Context: an optimization exercise on an open-source flow, tuned for small area, a short achievable clock period and few clock cycles. The choices shown serve that exercise and are no tape-out recipe. The RTL was checked by simulation tests, not by an equivalence proof against the original design.

## flow/design.v (module list and top-level ports; edited modules follow where they fit)
// module ex_operand_prep: 86 lines
// module ex_alu: 55 lines
// module ex_multiplier: 1214 lines
// module ex_fa: 4 lines
// module ex_ha: 4 lines
// module ex_divider: 154 lines
// module ex_result_select: 15 lines
// module ex_stage: 57 lines
module ex_stage (
    input  logic           clk,
    input  logic           rst_n,
    input  logic           d_hready,
    input  ex_pkg::ex_op_t op,
    input  ex_pkg::xlen_t  op1,
    input  ex_pkg::xlen_t  op2,
    output ex_pkg::xlen_t  ex_res,
    output ex_pkg::xlen_t  addr_res,
    output logic           div_busy
);
  // ...
==> flow/run.sh <==
#!/bin/bash
# synth_recipe.tcl (not shown) runs the flow's synth.tcl, then flattens the netlist and writes it again
# the make line also repeats each setting of config.mk as NAME=value (left out here)
make -C /OpenROAD-flow-scripts/flow DESIGN_CONFIG=/design/flow/config.mk WORK_HOME=/design/flow/orfs CLKGATE_MAP_FILE= SYNTH_SCRIPT=/design/flow/synth_recipe.tcl finish
==> flow/config.mk <==
export PLATFORM = sky130hd
export DESIGN_NAME = ex_stage
export DESIGN_NICKNAME = ex_stage
export VERILOG_FILES = /design/flow/design.v
export SDC_FILE = /design/flow/constraint.sdc
export NUM_CORES = 4
export LEC_CHECK = 0
export ABC_AREA = 1
export CAP_MARGIN = 20
export CORE_MARGIN = 2
export CORE_UTILIZATION = 40
export SETUP_SLACK_MARGIN = 5
export SLEW_MARGIN = 20
export SYNTH_HIERARCHICAL = 1
export SYNTH_MINIMUM_KEEP_SIZE = 0
==> flow/constraint.sdc <==
create_clock -name core_clock -period 21.0 [get_ports {clk}]
set_input_delay 4.2000 -clock core_clock [delete_from_list [all_inputs] [get_ports {clk}]]
set_output_delay 4.2000 -clock core_clock [all_outputs]
set_load 0.01 [all_outputs]
==> metrics.md, run 1 <==
| Metric | Value |
|---|---|
| Placed cells | `7664` |
| Most Crowded Layer GR | `met2` |
| Die area | `118000 um2` |
| Port Buffers | `136` |
| Status | `finished clean` |
| Reg2reg path depth | `56` |
| N_diodes | `5` |
| Top cell by count, worst path | `fa_1` |
| Signal buffers | `509` |
| DRC | `0` |
| Grt ovf | `0` |
| Resize count post-CTS | `602` |
| Layout Nets | `7381` |
| Sequential Area | `2050 um2` |
| Reg2Reg Setup Slack | `9.30 ns` |
| Detailed-route via count | `48300` |
| Min-Delay Path Class | `reg -> reg` |
| Largest net degree at the start of global routing | `65` |
| Post-Route Utilization | `48.3%` |
| Post-Synthesis Cells | `6246` |
Testbench counts, summed over its fixed seeds: cycles 7,562.
==> inputs of run 2 (changes only) <==
--- a/flow/config.mk
+++ b/flow/config.mk
@@ -12,4 +12,2 @@
 export SETUP_SLACK_MARGIN = 5
 export SLEW_MARGIN = 20
-export SYNTH_HIERARCHICAL = 1
-export SYNTH_MINIMUM_KEEP_SIZE = 0
==> run 2 against run 1 <==
Compared with the run above:
- cell count grew 1.5%
- synthesized cell count grew 1.3%
- clock skew grew 0.0016 ns
- critical path depth shrank 6
- sequential share of layout area is essentially flat
- worst hold slack gained 0.012 ns
==> metrics.md, run 2 <==
| Metric | Value |
|---|---|
| Status | `finished clean` |
| Max reg flops | `64` |
| Unrepaired setup endpoints after global routing | `true` |
| Clk buf depth | `2` |
| Post-Synthesis Cells | `6328 (+1.3%)` |
| Most Crowded Layer GR | `met2` |
| Main synth FF type | `edfxtp_1` |
| Sink Count | `70` |
| Top delay family on crit path | `adder cells` |
| Hpwl dp | `174000 um` |
| Number of global-route vias before repair | `48100` |
| Post-Route Utilization | `48.0% (-0.29 points)` |
| WP data arrival | `12.24 ns` |
| Post-DRT Antenna Nets | `0` |
| Final clock skew | `0.00913 ns` |
| Min-Delay Path Class | `reg -> reg` |
| DR WL/cell | `28.9 um` |
| Largest Register | `u_divider.x_q` |
| Top cells by count, synth | `nand2_1 (969), inv_1 (947), xor2_1 (642)` |
| # IOs | `137` |
| Top Registers | `u_divider.x_q x64, u_divider.cnt_q x3` |
| WP data required | `16.80 ns` |
| Register bit total from synthesis | `70` |
| Antenna violations before repair | `7` |
| Final setup violation count | `0` |
| Layout Nets | `7495 (+1.5%)` |
| Core area | `114000 um2` |
| Crit. End Element | `primary output` |
| Layout cells sized above 1 | `16.4%` |
| H-tree levels | `3` |
| Fin. max-slew vios | `0` |
| Port Buffers | `136 (unchanged)` |
| Ranking of synthesized cells by area | `fa_1 (25%), xor2_1 (12%), ha_1 (9.4%), nand2_1 (8.0%), inv_1 (7.8%)` |
| CP Launch Type | `input port` |
| Initial core utilization | `40.2%` |
| Max Fclk | `0.0608 GHz` |
| Detailed router's first-iteration violation count | `6641` |
| Placer Congestion | `1.07` |
| Die area | `117000 um2 (-0.52%)` |
| Top-count cell post-synth | `nand2_1` |
| Yosys warnings | `13` |
| Synth cell types | `69` |
| Endpoints failing hold | `0` |
| Worst slew pin tran | `1.30 ns` |
| GRT Total Usage | `38.6%` |
| Register area share after synthesis | `4.49%` |
| DRC | `0 (unchanged)` |
| Drt pass-1 iters | `6` |
| CP max stage delay | `0.82 ns` |
| Cell taking the most area after synthesis | `fa_1` |
| Root buf cell | `clkbuf_16` |
| Critical Path Fanout Max | `23` |
| Worst-Skew Late Latency | `0.35 ns` |
| Area Growth Syn to Fin | `19.6%` |
| Reg clk slew, reported paths | `0.06 ns` |
| Final Critical Period | `16.44 ns` |
| Worst path slowest cell | `clkdlybuf4s50_1` |
| Crit share post-route | `78.3%` |
| Rel. slew slack | `12.5%` |
| Most common cell after layout, fill and taps aside | `inv_1` |
| Commonest cells after routing, fill and taps aside | `inv_1 (904), nand2_1 (897), xor2_1 (617)` |
| Die Wd | `342 um` |
| Setup_tns | `0 ns` |
| GRT met1 Usage | `52.1%` |
| Top cell by count, worst path | `fa_2` |
| MaxCap Viol Count | `0` |
| Routed vias/inst | `6.18` |
| CTS Buf Count | `9` |
| Largest net degree at the start of global routing | `66 (+1.5%)` |
| TritonCTS clock tree | `built` |
| Area share of the largest cell type after synthesis | `24.8%` |
| CTS Hold Buffers Added | `0` |
| Rows | `124` |
| Grt ovf | `0 (unchanged)` |
| GRT met2 Usage | `55.7%` |
| Synthesized area per cell | `7.23 um2` |
| Post-Syn Area | `45700 um2` |
| Routed WL | `233000 um` |
| # fillers | `11400` |
| Async S/R FF share, synth | `0%` |
| WP buf/inv | `6` |
| EDFF count, synth | `65` |
| Die Ht | `342 um` |
| Met3 GRT Util | `12.1%` |
| Detailed-route via count | `49600 (+2.7%)` |
| Crit Path Category | `in -> out` |
| First-pass GRT wire length | `333000 um` |
==> run 2: cell types whose count changed after synthesis, moves of 29 or more <==
cell and change:
xnor2_1 -29, nand2_1 -341, mux2_2 -31, buf_2 -39
clkinv_1 +32, inv_1 +337, o21ai_0 +63, clkbuf_1 +65
a21oi_1 +33
==> run 2: worst paths after layout <==
kind                                                 startpoint                              end  cells past startpoint  slack, ns
worst max register to register      u_divider.neg_b_q$_DFFE_PP_  u_divider.x_q[63]$_SDFFCE_PP0P_                     64       8.40
worst min-delay path            u_divider.cnt_q[1]$_SDFFE_PN0P_  u_divider.cnt_q[1]$_SDFFE_PN0P_                      2       0.48
worst min register to register  u_divider.cnt_q[1]$_SDFFE_PN0P_  u_divider.cnt_q[1]$_SDFFE_PN0P_                      2       0.48
worst max-delay path                                    op1[15]                       ex_res[14]                     28       4.56
==> run 2: repair_timing <==
item | CTS | global route
gates resized for setup | 680 | 275
buffers inserted | 199 | 47
gates cloned | 17 | 1
pin swaps | 163 | 126
setup endpoints to repair | 65 | 65
==> run 2: worst register-to-register path: cells and delay by family (launching register included) <==
kind	cells	cell delay [ns]
flip-flops	1	0.69
XOR/XNOR	2	0.64
AO/OA/AOI/OAI	19	4.09
adder cells (fa/ha/maj)	6	2.10
AND/OR/NAND/NOR	25	2.75
buffers and inverters	12	2.06
==> run 2: logic make-up (layout without fill, tap and decap cells) <==
logic type,Yosys count,in the layout,synth area share [%]
other,0,3,0
adder cells (fa/ha/maj),910,910,34.2
XOR/XNOR,716,716,13.8
buffers and inverters,1390,1576,11.8
AND/OR/NAND/NOR,1768,1769,16.4
multiplexers,4,4,0.0876
AO/OA/AOI/OAI,1470,1473,19.3
flip-flops,70,70,4.49
==> run 2: through the flow <==
step | hold slack (ns) | setup WS [ns] | cells | instance area, um2
2_1_floorplan | 0.443 | 5.06 | 6328 | 45700
4_1_cts | 0.474 | 4.74 | 7980 | 53400
6_report | 0.483 | 4.56 | 8033 | 54700
3_5_place_dp | 0.465 | 1.63 | 7748 | 48800
3_3_place_gp | 0.457 | 1.53 | 7748 | 48800
5_1_grt | 0.486 | 4.39 | 8030 | 54700
==> run 2: final cells by class <==
| cell class | instances | area [um2] | area share (%) |
|---|---|---|---|
| well taps | 1512 | 1890 | 3.46 |
| flip-flops and latches | 70 | 2050 | 3.75 |
| clock buffers | 9 | 225 | 0.412 |
| repair inverters | 6 | 48.8 | 0.0892 |
| clock inverters | 7 | 88.8 | 0.162 |
| diodes | 3 | 7.51 | 0.0137 |
| inverters | 1013 | 3990 | 7.30 |
| multi-input cells | 4872 | 41100 | 75.2 |
| repair buffers | 541 | 5250 | 9.60 |
==> run 2: routing by layer <==
| metal | vias to the layer above | part of all wire, % |
|---|---|---|
| met2 | 3557 | 41 |
| li1 | 21200 | - |
| met5 | - | 0.025 |
| met3 | 776 | 14 |
| met4 | 8 | 6.5 |
| met1 | 24100 | 39 |
==> module ex_alu, before the edit <==
module ex_alu (
    input  ex_pkg::ex_prep_t prep,
    input  ex_pkg::xlen_t    op1,
    input  ex_pkg::xlen_t    op2,
    output ex_pkg::xlen_t    alu_res,
    output ex_pkg::xlen_t    addr_res
);
    logic [32:0]      diff;
    logic                   slt;
    logic                   sltu;
    logic [32+1:0]    add_r;
    logic [32+1:0]    sub_r;
    function automatic logic [32+1:0] add33(input logic [32:0] a,
                                                  input logic [32:0] b,
                                                  input logic cin);
        logic [32:0] p0;
        logic [32:0] g;
        logic [32:0] p;
        p0 = a ^ b;
        g  = a & b;
        p  = p0;
        g[0] = g[0] | (p0[0] & cin);
        for (int l = 1; l <= 32; l = l * 2) begin
            for (int j = 2 * l - 1; j <= 32; j = j + 2 * l) begin
                g[j] = g[j] | (p[j] & g[j - l]);
                p[j] = p[j] & p[j - l];
            end
        end
        for (int l = 64; l >= 2; l = l / 2) begin
            for (int j = l + l / 2 - 1; j <= 32; j = j + l) begin
                g[j] = g[j] | (p[j] & g[j - l / 2]);
                p[j] = p[j] & p[j - l / 2];
            end
        end
        add33 = {g[32], p0 ^ {g[32-1:0], cin}};
    endfunction
    assign add_r    = add33({1'b0, op1}, {1'b0, op2}, 1'b0);
    assign addr_res = add_r[32-1:0];
    assign sub_r = add33({1'b0, op1}, {1'b1, ~op2}, 1'b1);
    assign diff  = sub_r[32:0];
    assign sltu = diff[32];
    assign slt  = (op1[32-1] ^ op2[32-1]) ? op1[32-1] : diff[32-1];
    always_comb begin
        case (prep.op)
            ex_pkg::OP_ADD:                 alu_res = addr_res;
            ex_pkg::OP_SUB:                 alu_res = diff[32-1:0];
            ex_pkg::OP_SLT:                 alu_res = {{(32-1){1'b0}}, slt};
            ex_pkg::OP_SLTU:                alu_res = {{(32-1){1'b0}}, sltu};
            ex_pkg::OP_AND:                 alu_res = op1 & op2;
            ex_pkg::OP_OR:                  alu_res = op1 | op2;
            ex_pkg::OP_XOR:                 alu_res = op1 ^ op2;
            default:                alu_res = '0;
        endcase
    end
endmodule
==> module ex_divider, before the edit <==
module ex_divider (
    input  logic                clk,
    input  logic                rst_n,
    input  logic                d_hready,
    input  ex_pkg::ex_prep_t    prep,
    input  ex_pkg::xlen_t       op1,
    input  ex_pkg::xlen_t       op2,
    output ex_pkg::xlen_t       div_res,
    output logic                div_busy
);
    localparam int LR = 2;
    localparam int R  = 1 << LR;
    localparam int CW = 5 - LR;           
    function automatic logic [6-1:0] lzc(input logic [32-1:0] v);
        logic [15:0] v16;
        logic [7:0]  v8;
        logic [3:0]  v4;
        logic [1:0]  v2;
        logic z16, z8, z4, z2;
        z16 = (v[31:16] == 16'd0);
        v16 = z16 ? v[15:0] : v[31:16];
        z8  = (v16[15:8] == 8'd0);
        v8  = z8 ? v16[7:0] : v16[15:8];
        z4  = (v8[7:4] == 4'd0);
        v4  = z4 ? v8[3:0] : v8[7:4];
        z2  = (v4[3:2] == 2'd0);
        v2  = z2 ? v4[1:0] : v4[3:2];
        if (v == '0) lzc = 6'(32);
        else         lzc = {1'b0, z16, z8, z4, z2, ~v2[1]};
    endfunction
    function automatic logic [32+1:0] add33(input logic [32:0] a,
                                                  input logic [32:0] b,
                                                  input logic cin);
        logic [32:0] p0;
        logic [32:0] g;
        logic [32:0] p;
        p0 = a ^ b;
        g  = a & b;
        p  = p0;
        g[0] = g[0] | (p0[0] & cin);
        for (int l = 1; l <= 32; l = l * 2) begin
            for (int j = 2 * l - 1; j <= 32; j = j + 2 * l) begin
                g[j] = g[j] | (p[j] & g[j - l]);
                p[j] = p[j] & p[j - l];
            end
        end
        for (int l = 64; l >= 2; l = l / 2) begin
            for (int j = l + l / 2 - 1; j <= 32; j = j + l) begin
                g[j] = g[j] | (p[j] & g[j - l / 2]);
                p[j] = p[j] & p[j - l / 2];
            end
        end
        add33 = {g[32], p0 ^ {g[32-1:0], cin}};
    endfunction
    function automatic logic [32-1:0] cneg(input logic [32-1:0] v, input logic c);
        logic [32-1:0] o;
        o = v;
        for (int l = 1; l < 32; l = l * 2) begin
            for (int j = 32 - 1; j >= l; j--) begin
                o[j] = o[j] | o[j - l];
            end
        end
        cneg = v ^ ({o[32-2:0], 1'b0} & {32{c}});
    endfunction
    logic                 is_div;
    logic                 start;
    logic                 busy_q;
    logic                 valid_q;
    logic [CW-1:0]        cnt_q;
    logic [2*32-1:0] x_q;            
    logic [2*32-1:0] x_init;
    logic [2*32-1:0] x_step;
    logic                 div_zero;
    ex_pkg::xlen_t        mag_a;
    logic [6-1:0] lz_a;
    logic [6-1:0] lz_b;
    logic [6-1:0] k;
    logic [CW-1:0]        m;
    logic [32:0]    addend;          
    logic                 cin;
    logic                 neg_b_q;         
    ex_pkg::xlen_t        sel;
    logic                 neg_res;
    assign is_div   = (prep.unit == ex_pkg::UNIT_DIV);
    assign start    = is_div && d_hready && !busy_q && !valid_q;
    assign div_zero = (op2 == '0);
    assign mag_a = cneg(op1, prep.neg_a);
    assign lz_a  = lzc(mag_a);
    assign lz_b  = lzc(op2 ^ {32{prep.neg_b}});
    always_comb begin
        if (div_zero || lz_b <= lz_a) k = '0;
        else if (lz_b - lz_a > 6'(31)) k = 6'(31);
        else k = lz_b - lz_a;
    end
    assign m = k[4:LR];    
    always_comb begin
        logic [3*32-1:0] t;
        t = {32'(0), mag_a, {32{div_zero}}} << {~m, {LR{1'b0}}};
        x_init = t[3*32-1:32];
    end
    assign addend = {1'b1, op2 ^ {32{~neg_b_q}}};
    assign cin    = ~neg_b_q;
    logic [32:0] st_ps  [R];
    logic [32:0] st_sum [R];
    logic              st_fit [R];
    logic [32+1:0] st_r [R];
    logic [32-1:0] st_p [R+1];
    logic [32-1:0] st_q [R+1];
    assign st_p[0] = x_q[2*32-1:32];
    assign st_q[0] = x_q[32-1:0];
    genvar gi;
    generate
        for (gi = 0; gi < R; gi++) begin : g_step
            assign st_ps[gi] = {st_p[gi], st_q[gi][32-1]};
            assign st_r[gi]   = add33(st_ps[gi], addend, cin);
            assign st_sum[gi] = st_r[gi][32:0];
            assign st_fit[gi] = st_r[gi][32+1];
            assign st_q[gi+1] = {st_q[gi][32-2:0], st_fit[gi]};
            assign st_p[gi+1] = st_fit[gi] ? st_sum[gi][32-1:0] : st_ps[gi][32-1:0];
        end
    endgenerate
    assign x_step = {st_p[R], st_q[R]};
    always_ff @(posedge clk) begin
        if (!rst_n) begin
            busy_q  <= 1'b0;
            valid_q <= 1'b0;
            cnt_q   <= '0;
        end else if (start) begin
            busy_q <= 1'b1;
            cnt_q  <= m;
        end else if (busy_q) begin
            if (cnt_q == '0) begin
                busy_q  <= 1'b0;
                valid_q <= 1'b1;
            end else begin
                cnt_q <= cnt_q - 1'b1;
            end
        end else if (!is_div) begin
            valid_q <= 1'b0;   
        end
    end
    always_ff @(posedge clk) begin
        if (start) begin
            x_q     <= x_init;
            neg_b_q <= prep.neg_b;
        end else if (busy_q) begin
            x_q <= x_step;
        end
    end
    assign sel     = prep.want_rem ? x_q[2*32-1:32] : x_q[32-1:0];
    assign neg_res = prep.want_rem ? prep.neg_a : ((prep.neg_a ^ prep.neg_b) & ~div_zero);
    assign div_res = cneg(sel, neg_res);
    assign div_busy = busy_q;
endmodule
==> module ex_stage, before the edit <==
module ex_stage (
    input  logic           clk,
    input  logic           rst_n,
    input  logic           d_hready,
    input  ex_pkg::ex_op_t op,
    input  ex_pkg::xlen_t  op1,
    input  ex_pkg::xlen_t  op2,
    output ex_pkg::xlen_t  ex_res,
    output ex_pkg::xlen_t  addr_res,
    output logic           div_busy
);
    ex_pkg::ex_prep_t    prep;
    ex_pkg::xlen_t       alu_res;
    ex_pkg::xlen_t       mul_res;
    ex_pkg::xlen_t       div_res;
    logic [63:0]         prod;
    logic [4:0]          pow;
    logic [32:0]         mul_y;
    ex_operand_prep u_operand_prep (
        .op   (op),
        .op1  (op1),
        .op2  (op2),
        .prep (prep)
    );
    ex_alu u_alu (
        .prep     (prep),
        .op1      (op1),
        .op2      (op2),
        .alu_res  (alu_res),
        .addr_res (addr_res)
    );
    assign pow   = prep.shift_l ? op2[4:0] : (~op2[4:0] + 5'd1);
    assign mul_y = prep.shift ? (33'd1 << pow) : (prep.sign_b ? {op2[31], op2} : {1'b0, op2});
    ex_multiplier u_multiplier (
        .x (prep.sign_a ? {op1[31], op1} : {1'b0, op1}),
        .y (mul_y),
        .p (prod)
    );
    assign mul_res = prep.want_high ? prod[63:32] : prod[31:0];
    ex_divider u_divider (
        .clk      (clk),
        .rst_n    (rst_n),
        .d_hready (d_hready),
        .prep     (prep),
        .op1      (op1),
        .op2      (op2),
        .div_res  (div_res),
        .div_busy (div_busy)
    );
    ex_result_select u_result_select (
        .prep    (prep),
        .alu_res (alu_res),
        .mul_res (mul_res),
        .div_res (div_res),
        .ex_res  (ex_res)
    );
endmodule
==> inputs of run 3 (changes only) <==
--- a/flow/design.v
+++ b/flow/design.v
@@ -133,11 +133,10 @@
     input  ex_pkg::xlen_t    op2,
     output ex_pkg::xlen_t    alu_res,
+    input  logic [32:0] diff,      
     output ex_pkg::xlen_t    addr_res
 );
-    logic [32:0]      diff;
     logic                   slt;
     logic                   sltu;
     logic [32+1:0]    add_r;
-    logic [32+1:0]    sub_r;
     function automatic logic [32+1:0] add33(input logic [32:0] a,
                                                   input logic [32:0] b,
@@ -166,6 +165,4 @@
     assign add_r    = add33({1'b0, op1}, {1'b0, op2}, 1'b0);
     assign addr_res = add_r[32-1:0];
-    assign sub_r = add33({1'b0, op1}, {1'b1, ~op2}, 1'b1);
-    assign diff  = sub_r[32:0];
     assign sltu = diff[32];
     assign slt  = (op1[32-1] ^ op2[32-1]) ? op1[32-1] : diff[32-1];
@@ -1415,4 +1412,5 @@
     input  ex_pkg::xlen_t       op2,
     output ex_pkg::xlen_t       div_res,
+    output logic [32:0]   sub_res,         
     output logic                div_busy
 );
@@ -1507,6 +1505,6 @@
         x_init = t[3*32-1:32];
     end
-    assign addend = {1'b1, op2 ^ {32{~neg_b_q}}};
-    assign cin    = ~neg_b_q;
+    assign addend = {1'b1, op2 ^ {32{~(busy_q & neg_b_q)}}};
+    assign cin    = ~(busy_q & neg_b_q);
     logic [32:0] st_ps  [R];
     logic [32:0] st_sum [R];
@@ -1520,5 +1518,8 @@
     generate
         for (gi = 0; gi < R; gi++) begin : g_step
-            assign st_ps[gi] = {st_p[gi], st_q[gi][32-1]};
+            if (gi == 0)
+                assign st_ps[gi] = busy_q ? {st_p[gi], st_q[gi][32-1]} : {1'b0, op1};
+            else
+                assign st_ps[gi] = {st_p[gi], st_q[gi][32-1]};
             assign st_r[gi]   = add33(st_ps[gi], addend, cin);
             assign st_sum[gi] = st_r[gi][32:0];
@@ -1528,5 +1529,6 @@
         end
     endgenerate
-    assign x_step = {st_p[R], st_q[R]};
+    assign x_step  = {st_p[R], st_q[R]};
+    assign sub_res = {~st_fit[0], st_sum[0][32-1:0]};
     always_ff @(posedge clk) begin
         if (!rst_n) begin
@@ -1595,4 +1597,5 @@
     logic [63:0]         prod;
     logic [4:0]          pow;
+    logic [32:0]         sub_res;
     logic [32:0]         mul_y;
     ex_operand_prep u_operand_prep (
@@ -1607,4 +1610,5 @@
         .op2      (op2),
         .alu_res  (alu_res),
+        .diff     (sub_res),
         .addr_res (addr_res)
     );
@@ -1625,4 +1629,5 @@
         .op2      (op2),
         .div_res  (div_res),
+        .sub_res  (sub_res),
         .div_busy (div_busy)
     );
--- a/flow/config.mk
+++ b/flow/config.mk
@@ -12,2 +12,4 @@
 export SETUP_SLACK_MARGIN = 5
 export SLEW_MARGIN = 20
+export SYNTH_HIERARCHICAL = 1
+export SYNTH_MINIMUM_KEEP_SIZE = 0
==> run 3 against run 2 <==
Compared with the run above:
- final area hardly changed
- clock skew rose by 0.0026 ns
- die area is 0.81% lower
- non-clock buffer count down 20
- synthesized area decreased by 0.82%
- worst setup slack gained 0.48 ns
- cell count down 2.5%
- flip-flop and latch count did not move
- clock-buffer cell count is the same
- critical path depth up 12
==> metrics.md, run 3 <==
| Metric | Value |
|---|---|
| Endpoints failing hold | `0 (unchanged)` |
| Routed WL | `225000 um (-3.4%)` |
| Footprint of the multi-input gates | `42300 um2 (+2.9%)` |
| GRT Total Usage | `36.7% (-1.9 points)` |
| Synth cell types | `68 (-1.4%)` |
| Rel. slew slack | `23.8% (+11 points)` |
| Launch point of the worst path | `op[3]` |
| EDFF count, synth | `65 (unchanged)` |
| Largest Register | `u_divider.x_q` |
| Status | `finished clean` |
| Async S/R FF share, synth | `0% (unchanged)` |
| Mux contribution to synthesized area | `1.06% (+0.97 points)` |
| Commonest cells after routing, fill and taps aside | `nand2_1 (1178), xor2_1 (642), inv_1 (567)` |
| CP max stage delay | `0.59 ns (-0.23 ns)` |
| TritonCTS clock tree | `built` |
| Yosys warnings | `19 (+6)` |
| Setup_tns | `0 ns (unchanged)` |
| Most common cell after layout, fill and taps aside | `nand2_1` |
| Synthesized area per cell | `7.37 um2 (+1.9%)` |
| Top Registers | `u_divider.x_q x64, u_divider.cnt_q x3` |
| CP Launch Type | `input port` |
| Min-Delay Path Class | `reg -> reg` |
| CTS Hold Buffers Added | `0 (unchanged)` |
| Final clock skew | `0.0117 ns (+0.00261 ns)` |
| Final Critical Period | `15.96 ns (-0.478 ns)` |
| Core area | `112000 um2 (-1.2%)` |
| Main synth FF type | `edfxtp_1` |
| DR WL/cell | `28.7 um (-0.86%)` |
| Worst-Skew Late Latency | `0.36 ns (about the same)` |
| Worst path slowest cell | `fa_2` |
| Crit. End Element | `primary output` |
| Port Buffers | `136 (unchanged)` |
| Detailed-route via count | `49000 (-1.3%)` |
| Routed vias/inst | `6.26 (+1.2%)` |
| Final setup violation count | `0 (unchanged)` |
| Hold_ws | `0.469 ns (-0.0138 ns)` |
| Detailed router's first-iteration violation count | `6916 (+4.1%)` |
| Crit Path Category | `in -> out` |
| Placement Cell Area | `48000 um2 (-1.5%)` |
| First-pass GRT wire length | `317000 um (-4.9%)` |
| Reg2Reg Setup Slack | `8.73 ns (+0.33 ns)` |
| Hpwl dp | `158000 um (-9.6%)` |
| Cell taking the most area after synthesis | `fa_1` |
| Fin. max-slew vios | `0 (unchanged)` |
| Reg clk slew, reported paths | `0.06 ns (about the same)` |
| Sink Count | `70 (unchanged)` |
| Number of global-route vias before repair | `46700 (-2.9%)` |
| Synth Area in XOR/XNOR | `14.6% (+0.79 points)` |
| Sequential Area | `2050 um2 (about the same)` |
| MaxCap Viol Count | `0 (unchanged)` |
| Worst slew pin tran | `1.13 ns (-0.167 ns)` |
| Adder-cell share of the synthesized area | `33.2% (-0.99 points)` |
| Crit share post-route | `76.0% (-2.3 points)` |
| Layout cells sized above 1 | `19.7% (+3.3 points)` |
| Hold wc startpoint | `u_divider.cnt_q[1]$_SDFFE_PN0P_` |
| Die area | `116000 um2 (-0.81%)` |
| CTS Buf Count | `9 (unchanged)` |
| Post-Syn Area | `45400 um2 (-0.82%)` |
| Synth Area in Simple Gates | `19.5% (+3.1 points)` |
| Largest family of logic cells by synthesized area | `adder cells` |
| Layout Nets | `7260 (-3.1%)` |
| Largest net degree at the start of global routing | `65 (-1.5%)` |
| Critical Path Fanout Max | `7 (-70%)` |
| Register bit total from synthesis | `70 (unchanged)` |
| Drt pass-1 iters | `13 (+7)` |
| Register area share after synthesis | `4.52% (+0.037 points)` |
| Antenna violations before repair | `13 (+6)` |
| Top cells by count, synth | `nand2_1 (1307), xor2_1 (662), inv_1 (602)` |
| Unrepaired setup endpoints after global routing | `true` |
| Top-count cell post-synth | `nand2_1` |
| Rows | `123 (-0.81%)` |
| DRC | `0 (unchanged)` |
| Ranking of synthesized cells by area | `fa_1 (25%), xor2_1 (13%), nand2_1 (11%), ha_1 (8.4%), o22ai_1 (7.1%)` |
| # IOs | `137 (unchanged)` |
| H-tree levels | `3 (unchanged)` |
| Die Ht | `341 um (-0.40%)` |
| # fillers | `10900 (-4.4%)` |
| Max reg flops | `64 (unchanged)` |
| Die Wd | `341 um (-0.40%)` |
| Origin of the critical flop-to-flop path | `u_divider.busy_q$_SDFF_PN0_` |
| Placer Congestion | `1.02 (-4.2%)` |
| Initial core utilization | `40.3% (+0.16 points)` |
| Post-Synthesis Cells | `6158 (-2.7%)` |
| Complex-gate fraction of the synthesized area | `17.7% (-1.6 points)` |
| Area share of the largest cell type after synthesis | `24.8% (about the same)` |
| Clk buf depth | `2 (unchanged)` |
| Root buf cell | `clkbuf_16` |
| Area Growth Syn to Fin | `20.5%` |
| WP data arrival | `11.76 ns (-0.48 ns)` |
| Grt ovf | `0 (unchanged)` |
| Max Fclk | `0.0627 GHz (+3.0%)` |
| Design area | `54700 um2 (about the same)` |
| WP data required | `16.80 ns (about the same)` |
| Post-DRT Antenna Nets | `0 (unchanged)` |
==> run 3: per-stage QoR <==
stage / setup WS (ns) / instances / utilization, %
2_1_floorplan: 5.88 / 6173 / -
3_3_place_gp: 2.61 / 7567 / 42.7
3_5_place_dp: 2.58 / 7567 / 42.7
4_1_cts: 4.96 / 7741 / 46.5
5_1_grt: 4.85 / 7826 / 48.6
6_report: 5.04 / 7831 / 48.6
==> run 3: repair_timing <==
item / CTS / global route
buffers inserted: 128 / 73
gates resized for setup: 571 / 454
cloned: 30 / 11
setup endpoints to repair: 65 / 65
pin swaps: 148 / 215
==> run 3: path summary, 6_finish.rpt <==
kind         cells past startpoint                              end
max                             40                       ex_res[17]
max reg2reg                     52      u_divider.x_q[54]$_DFFE_PP_
min                              2  u_divider.cnt_q[1]$_SDFFE_PN0P_
min reg2reg                      2  u_divider.cnt_q[1]$_SDFFE_PN0P_
==> run 3: per-module statistics from Yosys, one instance, submodules excluded, excerpt <==
module	flops+latches	area, um2
ex_divider	70	15000
ex_stage	0	1110
ex_fa	0	20.0
ex_multiplier	0	14800
ex_ha	0	12.5
ex_alu	0	3140
ex_result_select	0	878
==> run 3: critical path: cells and delay by family <==
family | cells | cell delay (ns)
simple gates | 14 | 1.19
fa+ha+maj | 7 | 3.26
buf+inv | 10 | 1.28
xor+xnor | 1 | 0.33
mux | 1 | 0.31
compound gates | 7 | 1.15
==> run 3: metal layers <==
layer / vias to the layer above / routed length, um / track usage [%]
li1: 20700 / - / -
met1: 23500 / 83400 / 46.9
met2: 3747 / 92800 / 54.5
met3: 994 / 31100 / 11.8
met4: 16 / 17300 / 20.6
met5: - / 207 / 0
==> run 3: cell type report <==
class                           instances  share of cell area, %
Timing Repair inverter                  1                 0.0137
Clock inverter                          7                  0.192
Clock buffer                            9                  0.412
Multi-Input combinational cell       5083                   77.5
Timing Repair Buffer                  521                   10.3
Tap cell                             1500                   3.43
Inverter                              635                   4.42
Sequential cell                        70                   3.76
Antenna cell                            5                 0.0229
==> run 3: cell families (layout without fill, tap and decap cells) <==
kind of cell,after synthesis,count (layout)
and+or+nand+nor,2094,2105
DFF,70,70
muxes,44,44
other,1,21
AOI/OAI and AO/OA,1296,1297
adders and majority gates,867,867
buffers and inverters,1032,1173
xor gates and xnor gates,754,754
Testbench counts of run 3, summed over its fixed seeds: cycles 7,562.
==> inputs of run 4 (changes only) <==
--- a/flow/config.mk
+++ b/flow/config.mk
@@ -10,5 +10,5 @@
 export CORE_MARGIN = 2
 export CORE_UTILIZATION = 40
-export SETUP_SLACK_MARGIN = 5
+export SETUP_SLACK_MARGIN = 4
 export SLEW_MARGIN = 20
 export SYNTH_HIERARCHICAL = 1
==> run 4 against run 3 <==
Compared with the run above:
- sequential share of layout area rose by 0.24 points
- routed wire length decreased by 3.5%
- non-clock buffer count decreased by 132
- global-route usage decreased by 0.91 points
- first-iteration DRC count down 6.4%
- clock-buffer cell count did not move
- cell count down 1.8%
- critical path depth down 1
- die area is the same
- worst setup slack worse by 1.1 ns
==> metrics.md, run 4 <==
| Metric | Value |
|---|---|
| Status | `finished clean` |
| Reg2Reg Setup Slack | `8.20 ns (-0.53 ns)` |
| Routed WL | `217000 um (-3.5%)` |
| TritonCTS clock tree | `built` |
| Max reg flops | `64 (unchanged)` |
| Post-Synthesis Cells | `6158 (unchanged)` |
| Post-Route Utilization | `45.7% (-2.9 points)` |
| Main synth FF type | `edfxtp_1` |
| CP Launch Type | `input port` |
| Die Ht | `341 um (unchanged)` |
| Worst slew pin tran | `1.11 ns (-0.0205 ns)` |
| Layout cells sized above 1 | `11.9% (-7.8 points)` |
| Largest Register | `u_divider.x_q` |
| Root buf cell | `clkbuf_16` |
| Top Registers | `u_divider.x_q x64, u_divider.cnt_q x3` |
| Endpoints failing hold | `0 (unchanged)` |
| WP buf/inv | `6 (-4)` |
| Post-DRT Antenna Nets | `0 (unchanged)` |
| Worst path slowest cell | `fa_1` |
| CP max stage delay | `0.58 ns (about the same)` |
| Area Growth Syn to Fin | `13.4%` |
| Design area | `51400 um2 (-5.9%)` |
| MaxCap Viol Count | `0 (unchanged)` |
| DR WL/cell | `28.2 um (-1.8%)` |
| # fillers | `11300 (+3.6%)` |
| GRT Total Usage | `35.8% (-0.91 points)` |
| Sink Count | `70 (unchanged)` |
| Top delay family on crit path | `adder cells` |
| Synthesized area per cell | `7.37 um2 (unchanged)` |
| Core area | `112000 um2 (unchanged)` |
| Final clock skew | `0.0137 ns (+0.00193 ns)` |
| Cell taking the most area after synthesis | `fa_1` |
| EDFF count, synth | `65 (unchanged)` |
| Drt pass-1 iters | `8 (-5)` |
| Worst-Skew Late Latency | `0.36 ns (about the same)` |
| Worst path depth | `39 (-2.5%)` |
| Setup_tns | `0 ns (unchanged)` |
| Hold wc startpoint | `u_divider.cnt_q[1]$_SDFFE_PN0P_` |
| Area share of the largest cell type after synthesis | `24.8% (unchanged)` |
| Post-Syn Area | `45400 um2 (unchanged)` |
| Detailed router's first-iteration violation count | `6470 (-6.4%)` |
| Max Fclk | `0.0587 GHz (-6.3%)` |
| Die area | `116000 um2 (unchanged)` |
| Antenna violations before repair | `7 (-6)` |
| Critical R2R Capture | `u_divider.x_q[54]$_DFFE_PP_` |
| Port Buffers | `136 (unchanged)` |
| Register area share after synthesis | `4.52% (unchanged)` |
| Top cells by count, synth | `nand2_1 (1307), xor2_1 (662), inv_1 (602)` |
| Routed vias/inst | `6.19 (-1.2%)` |
| Reg2reg path depth | `50 (-3.8%)` |
| Rel. slew slack | `25.9% (+2.1 points)` |
| Crit share post-route | `81.1% (+5.1 points)` |
| Hold path endpoint | `u_divider.cnt_q[1]$_SDFFE_PN0P_` |
| Initial core utilization | `40.3% (unchanged)` |
| Top cell by count, worst path | `nand2_1` |
| # IOs | `137 (unchanged)` |
| WP data required | `16.80 ns (about the same)` |
| Origin of the critical flop-to-flop path | `u_divider.busy_q$_SDFF_PN0_` |
| WP data arrival | `12.84 ns (+1.08 ns)` |
| Ranking of synthesized cells by area | `fa_1 (25%), xor2_1 (13%), nand2_1 (11%), ha_1 (8.4%), o22ai_1 (7.1%)` |
| Fin. max-slew vios | `0 (unchanged)` |
| Crit. End Element | `primary output` |
| Detailed-route via count | `47600 (-2.9%)` |
| Synth cell types | `68 (unchanged)` |
| Unrepaired setup endpoints after global routing | `true` |
| Pre-CTS WS | `2.58 ns (unchanged)` |
| Crit Path Category | `in -> out` |
| Placer Congestion | `1.02 (unchanged)` |
| Final setup violation count | `0 (unchanged)` |
| Hpwl dp | `158000 um (unchanged)` |
| Top-count cell post-synth | `nand2_1` |
| Yosys warnings | `19 (unchanged)` |
| Register bit total from synthesis | `70 (unchanged)` |
| H-tree levels | `3 (unchanged)` |
| Die Wd | `341 um (unchanged)` |
| Setup ws final | `3.96 ns (-1.08 ns)` |
| Commonest cells after routing, fill and taps aside | `nand2_1 (1245), xor2_1 (654), inv_1 (598)` |
| Worst hold path depth | `2 (unchanged)` |
| Async S/R FF share, synth | `0% (unchanged)` |
| Placement Cell Area | `48000 um2 (unchanged)` |
| Final Critical Period | `17.04 ns (+1.08 ns)` |
| Layout Nets | `7124 (-1.9%)` |
| DRC | `0 (unchanged)` |
| Clk buf depth | `2 (unchanged)` |
| First-pass GRT wire length | `310000 um (-2.2%)` |
| Min-Delay Path Class | `reg -> reg` |
| CTS Buf Count | `9 (unchanged)` |
| Grt ovf | `0 (unchanged)` |
| Number of global-route vias before repair | `45800 (-2.0%)` |
| Critical Path Fanout Max | `9 (+2)` |
| Reg clk slew, reported paths | `0.06 ns (about the same)` |
| Rows | `123 (unchanged)` |
| Largest net degree at the start of global routing | `65 (unchanged)` |
| Most common cell after layout, fill and taps aside | `nand2_1` |
-- run 4: timing repair --
| item | in CTS | in global routing |
|---|---|---|
| gates resized for setup | 187 | 215 |
| hold endpoints to repair | 0 | 0 |
| hold buffers | 0 | 0 |
| buffers inserted | 38 | 40 |
| pin swaps | 15 | 37 |
| setup endpoints to repair | 65 | 65 |
| cloned | 22 | 6 |
-- run 4: worst max-delay path by stage --
| stage | start | to |
|---|---|---|
| CTS | op2[0] | ex_res[25] |
| detailed placement | op[1] | ex_res[25] |
| global route | op2[0] | ex_res[25] |
| global placement | op[1] | ex_res[25] |
| floorplan | op[1] | ex_res[25] |
| finish | op2[0] | ex_res[25] |
-- run 4: routing by layer --
layer	share of wire, %	GRT usage (%)	vias up
li1	-	-	20400
met1	38	46.7	22900
met2	42	53.3	3442
met3	13	9.70	814
met4	7.2	19.9	14
met5	0.11	0.858	-
-- run 4: worst register-to-register path, delay by kind of cell, from the launching register on --
family                     cells  cell delay [ns]
DFF                            1             0.37
buffers and inverters          8             2.30
AOI/OAI and AO/OA             19             5.50
and+or+nand+nor               18             2.50
adders and majority gates      5             1.83
-- run 4: layout make-up --
cell class              count  area [um2]  share of cell area (%)
multi-input cells        5079       40400                    78.6
repair buffers            389        4310                    8.38
inverters                 635        2400                    4.66
flip-flops and latches     70        2050                    3.99
well taps                1500        1880                    3.65
clock buffers               9         225                   0.438
clock inverters             7         105                   0.204
repair inverters            1        7.51                  0.0146
diodes                      3        7.51                  0.0146
-- run 4: logic make-up after synthesis --
logic type      share of synthesized area [%]
compound gates                           17.7
xor+xnor                                 14.6
fa+ha+maj                                33.2
buf+inv                                  9.49
flops                                    4.52
mux                                      1.06
other cells                           0.00827
simple gates                             19.5
-- run 4: per-module statistics from Yosys (local to each module, per instance) --
module / flip-flops and latches / area (um2) / copies in the design
ex_result_select: 0 / 878 / 1
ex_stage: 0 / 1110 / 1
ex_alu: 0 / 3140 / 1
ex_divider: 70 / 15000 / 1
ex_ha: 0 / 12.5 / 46
ex_multiplier: 0 / 14800 / 1
ex_operand_prep: 0 / 280 / 1
ex_fa: 0 / 20.0 / 481
-- run 4: metrics by stage --
stage               instances  hold slack [ns]
CTS                      7643            0.472
global placement         7567            0.457
finish                   7693            0.469
detailed placement       7567            0.462
global route             7690            0.499
floorplan                6173            0.440
==> inputs of run 5 (changes only) <==
--- a/flow/config.mk
+++ b/flow/config.mk
@@ -9,6 +9,7 @@
 export CAP_MARGIN = 20
 export CORE_MARGIN = 2
-export CORE_UTILIZATION = 40
-export SETUP_SLACK_MARGIN = 4
+export CORE_UTILIZATION = 65
+export PLACE_DENSITY = 0.75
+export SETUP_SLACK_MARGIN = 5
 export SLEW_MARGIN = 20
 export SYNTH_HIERARCHICAL = 1
==> run 5 against run 4 <==
Compared with the run above:
- the flow now stops in global routing (5_1_grt)
- synthesized area unchanged
- synthesized cell count did not move
==> metrics.md, run 5 <==
| Metric | Value |
|---|---|
| Clk buf depth | `2 (unchanged)` |
| Area share of the largest cell type after synthesis | `24.8% (unchanged)` |
| H-tree levels | `3 (unchanged)` |
| EDFF count, synth | `65 (unchanged)` |
| Post-Syn Area | `45400 um2 (unchanged)` |
| GRT Total Usage | `72.1%` |
| Largest family of logic cells by synthesized area | `adder cells` |
| Async S/R FF share, synth | `0% (unchanged)` |
| Largest net degree at the start of global routing | `65` |
| Root buf cell | `clkbuf_16` |
| Top-count cell post-synth | `nand2_1` |
| Die Ht | `268 um (-21%)` |
| Hpwl dp | `146000 um (-7.4%)` |
| Synth cell types | `68 (unchanged)` |
| Status | `aborted with a tool error` |
| Synth Area in Simple Gates | `19.5% (unchanged)` |
| Mux contribution to synthesized area | `1.06% (unchanged)` |
| Complex-gate fraction of the synthesized area | `17.7% (unchanged)` |
| Placement Cell Area | `47200 um2 (-1.8%)` |
| Error | `[ERROR GRT-0116] Global routing finished with congestion. Check the congestion regions in the DRC Viewer.` |
| Pre-CTS WS | `2.56 ns (-0.0180 ns)` |
| Synthesized area per cell | `7.37 um2 (unchanged)` |
| Sink Count | `70 (unchanged)` |
| Register area share after synthesis | `4.52% (unchanged)` |
| Initial core utilization | `65.9% (+26 points)` |
| Ranking of synthesized cells by area | `fa_1 (25%), xor2_1 (13%), nand2_1 (11%), ha_1 (8.4%), o22ai_1 (7.1%)` |
| Adder-cell share of the synthesized area | `33.2% (unchanged)` |
| Stop stage | `global routing (5_1_grt)` |
| Yosys warnings | `19 (unchanged)` |
| Number of global-route vias before repair | `55000` |
| Cell taking the most area after synthesis | `fa_1` |
| Placed cells | `6977 (-7.8%)` |
| Placer Congestion | `1.10 (+7.4%)` |
| Rows | `96 (-22%)` |
| Post-Synthesis Cells | `6158 (unchanged)` |
| Register bit total from synthesis | `70 (unchanged)` |
| CTS Hold Buffers Added | `0 (unchanged)` |
| CTS Buf Count | `9 (unchanged)` |
| Port Buffers | `136 (unchanged)` |
| # IOs | `137 (unchanged)` |
| Grt ovf | `9` |
| Synth Area in XOR/XNOR | `14.6% (unchanged)` |
| First-pass GRT wire length | `375000 um` |
| Die Wd | `268 um (-21%)` |
| Main synth FF type | `edfxtp_1` |
| Top cells by count, synth | `nand2_1 (1307), xor2_1 (662), inv_1 (602)` |
-- run 5: logic make-up after synthesis --
| family | after synthesis |
|---|---|
| flops | 70 |
| compound gates | 1296 |
| simple gates | 2094 |
| fa+ha+maj | 867 |
| buf+inv | 1032 |
| mux | 44 |
| xor+xnor | 754 |
| other cells | 1 |
-- run 5: worst max-delay path by stage --
stage            endpoint  cells past startpoint  slack (ns)
3_5_place_dp    ex_res[6]                     35        2.56
3_3_place_gp    ex_res[6]                     35        2.57
2_1_floorplan  ex_res[25]                     40        5.88
4_1_cts        ex_res[26]                     42        5.00
-- run 5: metal layers --
layer / global-route usage, % / GRT overflow
met1: 73.5 / 0
met2: 88.0 / 2
met3: 56.9 / 0
met4: 66.0 / 7
met5: 40.9 / 0
-- run 5: modules after synthesis (local to each module, per instance) --
module / times used / cell area [um2]
ex_divider: 1 / 15000
ex_multiplier: 1 / 14800
ex_alu: 1 / 3140
ex_stage: 1 / 1110
ex_result_select: 1 / 878
ex_operand_prep: 1 / 280
ex_fa: 481 / 20.0
ex_ha: 46 / 12.5
-- run 5: per-stage QoR --
step / utilization (%) / hold slack [ns]
floorplan: - / 0.440
global placement: 68.5 / 0.455
detailed placement: 68.5 / 0.457
CTS: 74.7 / 0.466
-- run 5: timing repair --
item	4_1_cts
pin swaps	140
gates cloned	37
resized for setup	531
buffers inserted	116
setup endpoints to repair	65
==> inputs of run 6 (changes only) <==
--- a/flow/design.v
+++ b/flow/design.v
@@ -1488,8 +1488,10 @@
     ex_pkg::xlen_t        sel;
     logic                 neg_res;
+    ex_pkg::xlen_t        neg_out;
     assign is_div   = (prep.unit == ex_pkg::UNIT_DIV);
     assign start    = is_div && d_hready && !busy_q && !valid_q;
     assign div_zero = (op2 == '0);
-    assign mag_a = cneg(op1, prep.neg_a);
+    assign neg_out = cneg(valid_q ? sel : op1, valid_q ? neg_res : prep.neg_a);
+    assign mag_a   = neg_out;
     assign lz_a  = lzc(mag_a);
     assign lz_b  = lzc(op2 ^ {32{prep.neg_b}});
@@ -1501,7 +1503,18 @@
     assign m = k[4:LR];    
     always_comb begin
-        logic [3*32-1:0] t;
-        t = {32'(0), mag_a, {32{div_zero}}} << {~m, {LR{1'b0}}};
-        x_init = t[3*32-1:32];
+        logic [32-1:0] rot;
+        logic [32-1:0] hi;
+        logic [2*32-1:0] rr;
+        logic [4:0]          s;
+        s   = {~m, {LR{1'b0}}};
+        rot = mag_a;
+        for (int b = 4; b >= LR; b--) begin
+            rr = {rot, rot} << (1 << b);
+            if (s[b]) rot = rr[2*32-1:32];
+        end
+        for (int j = 0; j < 32; j++) begin
+            hi[j] = (5'(j) >= s);
+        end
+        x_init = {rot & ~hi, (rot & hi) | ({32{div_zero}} & ~hi)};
     end
     assign addend = {1'b1, op2 ^ {32{~(busy_q & neg_b_q)}}};
@@ -1560,5 +1573,5 @@
     assign sel     = prep.want_rem ? x_q[2*32-1:32] : x_q[32-1:0];
     assign neg_res = prep.want_rem ? prep.neg_a : ((prep.neg_a ^ prep.neg_b) & ~div_zero);
-    assign div_res = cneg(sel, neg_res);
+    assign div_res = neg_out;
     assign div_busy = busy_q;
 endmodule
==> flow/flow/run.sh (new file) <==
#!/bin/bash
# The standard layout (standard.sh: the standard synthesis and ORFS steps,
# the standard flow's clock period and constraints), with two changes to how the layout is
# made: the port buffers are buf_2 cells instead of the slow delay-buffer cell
# buffer_ports picks by default (every port still gets its buffer), and the
# timing repair may aim for the setup slack in flow/setup_margin.txt.
set -euo pipefail
margin=$(cat flow/setup_margin.txt)
export BUFFER_PORTS_ARGS="-buffer_cell sky130_fd_sc_hd__buf_2"
sed -E "s/SETUP_SLACK_MARGIN=[0-9.]+/SETUP_SLACK_MARGIN=${margin}/" standard.sh > standard_margin.sh
grep -q "SETUP_SLACK_MARGIN=${margin}" standard_margin.sh
bash standard_margin.sh finish > flow_make.log 2>&1
test -f out/final.def
==> flow/flow/setup_margin.txt (new file) <==
5
==> flow/standard.sh (new file) <==
#!/bin/bash
# synth_recipe.tcl (not shown) runs the flow's synth.tcl, then flattens the netlist and writes it again
# the make line also repeats each setting of config.mk as NAME=value (left out here)
make -C /OpenROAD-flow-scripts/flow DESIGN_CONFIG=/design/flow/config.mk WORK_HOME=/design/flow/orfs CLKGATE_MAP_FILE= SYNTH_SCRIPT=/design/flow/synth_recipe.tcl "${@:-finish}"
--- a/flow/config.mk
+++ b/flow/config.mk
@@ -9,6 +9,5 @@
 export CAP_MARGIN = 20
 export CORE_MARGIN = 2
-export CORE_UTILIZATION = 65
-export PLACE_DENSITY = 0.75
+export CORE_UTILIZATION = 40
 export SETUP_SLACK_MARGIN = 5
 export SLEW_MARGIN = 20
removed: flow/run.sh
==> run 6 against run 5 <==
Compared with the run above:
- the run now finishes clean
- synthesized cell count rose by 1.9%
- synthesized area decreased by 0.30%
==> metrics.md, run 6 <==
| Metric | Value |
|---|---|
| Status | `finished clean` |
| Post-Synthesis Cells | `6278 (+1.9%)` |
| Routed vias/inst | `6.25` |
| Drt pass-1 iters | `9` |
| Reg clk slew, reported paths | `0.07 ns` |
| Reg2reg path depth | `64` |
| Yosys warnings | `19 (unchanged)` |
| Synth cell types | `62 (-8.8%)` |
| Setup_tns | `0 ns` |
| Top cells by count, synth | `nand2_1 (1510), xor2_1 (646), inv_1 (595)` |
| Min-Delay Path Class | `reg -> reg` |
| Most Crowded Layer GR | `met2` |
| Met3 GRT Util | `10.7%` |
| Critical R2R Capture | `u_divider.x_q[41]$_DFFE_PP_` |
| Detailed router's first-iteration violation count | `6637` |
| Die Ht | `340 um (+27%)` |
| Core area | `112000 um2` |
| Number of global-route vias before repair | `47800` |
| CP max stage delay | `0.58 ns` |
| Endpoints failing hold | `0` |
| Initial core utilization | `40.3% (-26 points)` |
| Final clock skew | `0.0117 ns` |
| Die area | `116000 um2` |
| First-pass GRT wire length | `324000 um` |
| EDFF count, synth | `65 (unchanged)` |
| CTS Buf Count | `9 (unchanged)` |
| Main synth FF type | `edfxtp_1` |
| Unrepaired setup endpoints after global routing | `true` |
| Clk buf depth | `2 (unchanged)` |
| Die Wd | `340 um (+27%)` |
| CP Launch Type | `input port` |
| Max Fclk | `0.0623 GHz` |
| Crit Path Category | `in -> out` |
| Crit. End Element | `primary output` |
| Max reg flops | `64` |
| Crit share post-route | `76.4%` |
| Layout cells sized above 1 | `18.5%` |
| Synthesized area per cell | `7.20 um2 (-2.2%)` |
| Detailed-route via count | `49400` |
| Worst path slowest cell | `fa_1` |
| Hpwl dp | `164000 um (+12%)` |
| H-tree levels | `3 (unchanged)` |
| Cell Count, Final, Fillers Out | `7912` |
| GRT Total Usage | `37.8%` |
| Post-DRT Antenna Nets | `0` |
| Grt ovf | `0` |
| Final setup violation count | `0` |
| Port Buffers | `136 (unchanged)` |
| Routed WL | `229000 um` |
| Area Growth Syn to Fin | `18.2%` |
| Layout Nets | `7341` |
| GRT met2 Usage | `59.6%` |
| Placed cells | `7653 (+9.7%)` |
| Hold path endpoint | `u_divider.cnt_q[1]$_SDFFE_PN0P_` |
| Fin. max-slew vios | `0` |
| Origin of the critical flop-to-flop path | `u_divider.busy_q$_SDFF_PN0_` |
| Rel. slew slack | `25.6%` |
| Area share of the largest cell type after synthesis | `24.8% (+0.075 points)` |
| Most common cell after layout, fill and taps aside | `nand2_1` |
| CTS Hold Buffers Added | `0 (unchanged)` |
| Ranking of synthesized cells by area | `fa_1 (25%), nand2_1 (13%), xor2_1 (13%), ha_1 (8.5%), o22ai_1 (7.1%)` |
| Cell taking the most area after synthesis | `fa_1` |
| Largest net degree at the start of global routing | `65` |
| TritonCTS clock tree | `built` |
| Worst hold path depth | `2` |
| MaxCap Viol Count | `0` |
| Worst slew pin tran | `1.10 ns` |
| Root buf cell | `clkbuf_16` |
| Register bit total from synthesis | `70 (unchanged)` |
| # IOs | `137 (unchanged)` |
| Reg2Reg Setup Slack | `8.02 ns` |
| Final Critical Period | `16.05 ns` |
| Rows | `123 (+28%)` |
| DRC | `0` |
| WP data arrival | `11.85 ns` |
| Top-count cell post-synth | `nand2_1` |
| Commonest cells after routing, fill and taps aside | `nand2_1 (1406), xor2_1 (635), inv_1 (564)` |
| Register area share after synthesis | `4.54% (+0.014 points)` |
| Hold wc startpoint | `u_divider.cnt_q[1]$_SDFFE_PN0P_` |
| WP data required | `16.80 ns` |
| GRT met1 Usage | `43.9%` |
| Top Registers | `u_divider.x_q x64, u_divider.cnt_q x3` |
| Post-Syn Area | `45200 um2 (-0.30%)` |
| Async S/R FF share, synth | `0% (unchanged)` |
| Worst-Skew Late Latency | `0.36 ns` |
| Hold_ws | `0.474 ns` |
| Placer Congestion | `1.05 (-4.0%)` |
| Antenna violations before repair | `10` |
| DR WL/cell | `29.0 um` |
| Sink Count | `70 (unchanged)` |
| Critical Path Fanout Max | `6` |
| Largest Register | `u_divider.x_q` |
==> run 6: what timing repair did <==
action,CTS,global route
cloned,31,14
resized for setup,363,448
buffers inserted,77,116
pin swaps,76,217
setup endpoints to repair,65,65
endpoints found under the hold margin,0,0
==> run 6: layout make-up <==
| type | instances | area, um2 |
|---|---|---|
| fillers | 11200 | 58900 |
| multi-input cells | 5204 | 41700 |
| repair buffers | 497 | 5100 |
| inverters | 619 | 2360 |
| flip-flops and latches | 70 | 2050 |
| well taps | 1500 | 1880 |
| clock buffers | 10 | 229 |
| clock inverters | 6 | 93.8 |
| diodes | 5 | 12.5 |
| repair inverters | 1 | 8.76 |
==> run 6: worst max-delay path by stage <==
stage                     startpoint         end  slack, ns  cells past startpoint
after detailed placement       op[3]  ex_res[26]       2.70                     37
after global placement         op[3]  ex_res[28]       2.64                     38
after floorplan                op[1]  ex_res[25]       5.88                     40
final                          op[4]  ex_res[22]       4.95                     42
after global routing           op[0]  ex_res[23]       4.77                     42
after CTS                      op[3]   ex_res[7]       4.99                     37
==> run 6: Yosys stat by module, one instance, submodules excluded <==
module            times used  flops+latches
ex_ha                     46              0
ex_result_select           1              0
ex_multiplier              1              0
ex_operand_prep            1              0
ex_stage                   1              0
ex_fa                    481              0
ex_divider                 1             70
ex_alu                     1              0
==> run 6: kinds of logic after synthesis <==
family          Yosys count  share of synthesized area (%)
buf+inv                1023                           9.39
mux                      39                          0.952
other cells               1                        0.00829
flops                    70                           4.54
xor+xnor                726                           14.1
fa+ha+maj               867                           33.3
simple gates           2319                           21.1
compound gates         1233                           16.6
==> run 6: worst max-delay path, delay by kind of cell <==
kind | cells | cell delay [ns]
mux | 1 | 0.28
fa+ha+maj | 7 | 3.29
xor+xnor | 1 | 0.21
simple gates | 18 | 1.86
buf+inv | 12 | 1.59
compound gates | 3 | 0.39
==> run 6: per-layer routing <==
metal | part of all wire [%] | vias to the layer above
met5 | 0.034 | -
met4 | 9.7 | 4
met3 | 12 | 1168
met2 | 43 | 3690
met1 | 35 | 23700
li1 | - | 20900
==> run 6: stage by stage <==
stage	area (um2)	utilization, %	setup WS (ns)
floorplan	45300	-	5.88
global placement	47000	41.9	2.64
detailed placement	47000	41.9	2.70
CTS	50400	44.9	4.99
global route	53400	47.6	4.77
finish	53400	47.6	4.95
Testbench counts of run 6, summed over its fixed seeds: cycles 7,562.
==> inputs of run 7 (changes only) <==
--- a/flow/config.mk
+++ b/flow/config.mk
@@ -9,5 +9,5 @@
 export CAP_MARGIN = 20
 export CORE_MARGIN = 2
-export CORE_UTILIZATION = 40
+export CORE_UTILIZATION = 55
 export SETUP_SLACK_MARGIN = 5
 export SLEW_MARGIN = 20
==> run 7 against run 6 <==
Compared with the run above:
- first-iteration DRC count is 4.7% higher
- synthesized area stayed put
- clock-buffer cell count is 1 lower
- maximum frequency hardly changed
- worst setup slack better by 0.0074 ns
- via count is 0.53% higher
- routed wire length is 2.4% lower
- non-clock buffer count is 37 lower
- still clean on timing, DRC and antenna
==> metrics.md, run 7 <==
| Metric | Value |
|---|---|
| Largest net degree at the start of global routing | `65 (unchanged)` |
| Reg clk slew, reported paths | `0.05 ns (-0.02 ns)` |
| # fillers | `7378 (-34%)` |
| Antenna violations before repair | `12 (+2)` |
| Launch point of the worst path | `op2[0]` |
| Crit Path Category | `in -> out` |
| Unrepaired setup endpoints after global routing | `true` |
| Endpoints failing hold | `0 (unchanged)` |
| Die Ht | `291 um (-15%)` |
| Post-Syn Area | `45200 um2 (unchanged)` |
| TritonCTS clock tree | `built` |
| Final clock skew | `0.0135 ns (+0.00183 ns)` |
| Sink Count | `70 (unchanged)` |
| Worst slew pin tran | `1.27 ns (+0.161 ns)` |
| Register area share after synthesis | `4.54% (unchanged)` |
| Largest Register | `u_divider.x_q` |
| DRC | `0 (unchanged)` |
| Sequential Area | `2050 um2 (unchanged)` |
| Ranking of synthesized cells by area | `fa_1 (25%), nand2_1 (13%), xor2_1 (13%), ha_1 (8.5%), o22ai_1 (7.1%)` |
| Routed WL | `224000 um (-2.4%)` |
| Post-Synthesis Cells | `6278 (unchanged)` |
| Final Critical Period | `16.04 ns (-0.00736 ns)` |
| DR WL/cell | `30.0 um (+3.7%)` |
| H-tree levels | `3 (unchanged)` |
| Crit. End Element | `primary output` |
| Post-DRT Antenna Nets | `0 (unchanged)` |
| # IOs | `137 (unchanged)` |
| Detailed-route via count | `49700 (+0.53%)` |
| Hold wc startpoint | `u_divider.cnt_q[1]$_SDFFE_PN0P_` |
| Die area | `84500 um2 (-27%)` |
| Top-count cell post-synth | `nand2_1` |
| Area Growth Syn to Fin | `15.6%` |
| Reg2reg path depth | `64 (unchanged)` |
| Worst-Skew Late Latency | `0.35 ns (about the same)` |
| Fin. max-slew vios | `0 (unchanged)` |
| MaxCap Viol Count | `0 (unchanged)` |
| Synthesized area per cell | `7.20 um2 (unchanged)` |
| Detailed router's first-iteration violation count | `6946 (+4.7%)` |
| Worst path slowest cell | `fa_1` |
| Design area | `52300 um2 (-2.2%)` |
| Origin of the critical flop-to-flop path | `u_divider.busy_q$_SDFF_PN0_` |
| Grt ovf | `0 (unchanged)` |
| Main synth FF type | `edfxtp_1` |
| Final setup violation count | `0 (unchanged)` |
| Synth cell types | `62 (unchanged)` |
| Min-Delay Path Class | `reg -> reg` |
| CP max stage delay | `0.56 ns (-0.02 ns)` |
| WP data required | `16.80 ns (about the same)` |
| Layout cells sized above 1 | `17.5% (-0.95 points)` |
| Drt pass-1 iters | `17 (+8)` |
| Status | `finished clean` |
| WP data arrival | `11.84 ns (about the same)` |
| CP Launch Type | `input port` |
| Critical Path Fanout Max | `7 (+1)` |
| CTS Buf Count | `9 (unchanged)` |
| Rel. slew slack | `14.8% (-11 points)` |
| Max reg flops | `64 (unchanged)` |
| Max Fclk | `0.0623 GHz (about the same)` |
| Core area | `81700 um2 (-27%)` |
| Number of global-route vias before repair | `48200 (+0.73%)` |
| Cell taking the most area after synthesis | `fa_1` |
| Placement Cell Area | `46300 um2 (-1.6%)` |
| EDFF count, synth | `65 (unchanged)` |
| Most common cell after layout, fill and taps aside | `nand2_1` |
| First-pass GRT wire length | `320000 um (-1.2%)` |
| Initial core utilization | `55.3% (+15 points)` |
| Area share of the largest cell type after synthesis | `24.8% (unchanged)` |
| Footprint of the multi-input gates | `41600 um2 (-0.16%)` |
| Register bit total from synthesis | `70 (unchanged)` |
| Hpwl dp | `154000 um (-6.0%)` |
| Async S/R FF share, synth | `0% (unchanged)` |
| Setup_tns | `0 ns (unchanged)` |
| Routed vias/inst | `6.67 (+6.7%)` |
| Placer Congestion | `1.08 (+2.1%)` |
| Clk buf depth | `2 (unchanged)` |
| Top Registers | `u_divider.x_q x64, u_divider.cnt_q x3` |
| Worst hold path depth | `2 (unchanged)` |
| Yosys warnings | `19 (unchanged)` |
| Rows | `105 (-15%)` |
| Top cell by count, worst path | `nand2_1` |
| Root buf cell | `clkbuf_16` |
| Die Wd | `291 um (-15%)` |
| Commonest cells after routing, fill and taps aside | `nand2_1 (1409), xor2_1 (639), inv_1 (558)` |
| Layout Nets | `7310 (-0.42%)` |
| Port Buffers | `136 (unchanged)` |
| Top cells by count, synth | `nand2_1 (1510), xor2_1 (646), inv_1 (595)` |
| GRT Total Usage | `50.9% (+13 points)` |
| Crit share post-route | `76.4% (about the same)` |
run 7: cell type report:
class,count,share of cell area (%)
clock buffer,9,0.431
antenna,6,0.0287
timing repair inverter,3,0.0407
clock inverter,7,0.141
sequential,70,3.93
tap,1070,2.56
multi-input combinational,5208,79.6
timing repair buffer,460,8.74
inverter,619,4.50
run 7: cells by family after synthesis:
family	synth area share, %
buffers and inverters	9.39
adder cells (fa/ha/maj)	33.3
multiplexers	0.952
flip-flops	4.54
AND/OR/NAND/NOR	21.1
XOR/XNOR	14.1
other	0.00829
AO/OA/AOI/OAI	16.6
run 7: timing repair:
item                                    in CTS  in global routing
setup buffers                               84                103
hold buffers                                 0                  0
pin swaps                                   57                174
resized for setup                          296                439
gates cloned                                31                 14
endpoints found under the setup margin      65                 65
run 7: worst max-delay path, delay by kind of cell:
kind            cells  cell delay, ns
fa+ha+maj           8            3.48
simple gates       15            1.63
compound gates      7            1.15
buf+inv             6            0.87
mux                 1            0.30
xor+xnor            1            0.19
run 7: path summary, 6_finish.rpt:
check	to	slack (ns)
setup reg to reg	u_divider.x_q[53]$_DFFE_PP_	8.27
hold / removal	u_divider.cnt_q[1]$_SDFFE_PN0P_	0.47
hold reg to reg	u_divider.cnt_q[1]$_SDFFE_PN0P_	0.47
setup / recovery	ex_res[23]	4.96
run 7: modules after synthesis, one instance, submodules excluded:
module / times used / flip-flops and latches / cells / cell area (um2)
ex_alu: 1 / 0 / 428 / 3140
ex_divider: 1 / 70 / 2355 / 14800
ex_fa: 481 / 0 / 1 / 20.0
ex_ha: 46 / 0 / 1 / 12.5
ex_multiplier: 1 / 0 / 2497 / 14800
ex_operand_prep: 1 / 0 / 54 / 280
ex_result_select: 1 / 0 / 210 / 878
ex_stage: 1 / 0 / 207 / 1110
run 7: stage by stage:
stage | hold WS, ns | setup slack [ns] | std cells | utilization, %
floorplan | 0.445 | 5.88 | 6293 | -
global placement | 0.457 | 2.65 | 7197 | 56.6
detailed placement | 0.463 | 2.64 | 7197 | 56.7
CTS | 0.472 | 4.97 | 7328 | 60.5
global route | 0.510 | 4.70 | 7448 | 64.0
finish | 0.466 | 4.96 | 7452 | 64.0
run 7: metal layers:
layer  up-vias  routed length (um)  track usage, %
li1      20800                   -               -
met5         -                 286           0.510
met4        18               27100            46.8
met3      1409               28300            15.9
met1     23500               74200            58.1
met2      3959               94000            76.1

-- what the ideal ports hide --
The results above use ideal ports. As a check the final layouts listed here were re-extracted and re-timed, cells and wires unchanged. Step 1 assumes that a clkbuf_16 drives the clock port and a buf_2 every other input. Step 2 also shifts input and output timing later by t, the mid clock arrival at the registers, as if the neighbouring blocks saw the same clock. Slacks: ideal / step 1 / step 2; pairs: ideal / step 1.
| run | shift t [ns] | slack for setup (ns) | worst hold slack (ns) | slew at the worst register clock pin (ns) | worst slew at a driven data input, ns |
|---|---|---|---|---|---|
| run 1 | 0.393 | 4.979 / 4.952 / 4.952 | 0.471 / 0.471 / 0.471 | 0.07 / 0.07 | 0.07 |
| run 2 | 0.388 | 4.565 / 4.509 / 4.509 | 0.483 / 0.483 / 0.483 | 0.06 / 0.06 | 0.10 |
| run 3 | 0.385 | 5.042 / 4.992 / 4.992 | 0.469 / 0.469 / 0.469 | 0.07 / 0.07 | 0.06 |
| run 4 | 0.389 | 3.963 / 3.940 / 3.940 | 0.469 / 0.469 / 0.469 | 0.07 / 0.07 | 0.06 |
| run 6 | 0.407 | 4.950 / 4.912 / 4.912 | 0.474 / 0.474 / 0.474 | 0.07 / 0.07 | 0.06 |
| run 7 | 0.387 | 4.957 / 4.846 / 4.846 | 0.466 / 0.466 / 0.466 | 0.07 / 0.07 | 0.13 |
After both steps every run listed still meets setup and hold. The setup slack of run 7, which loses most, moves by -0.111 ns with the drivers and by -0.111 ns with both steps.
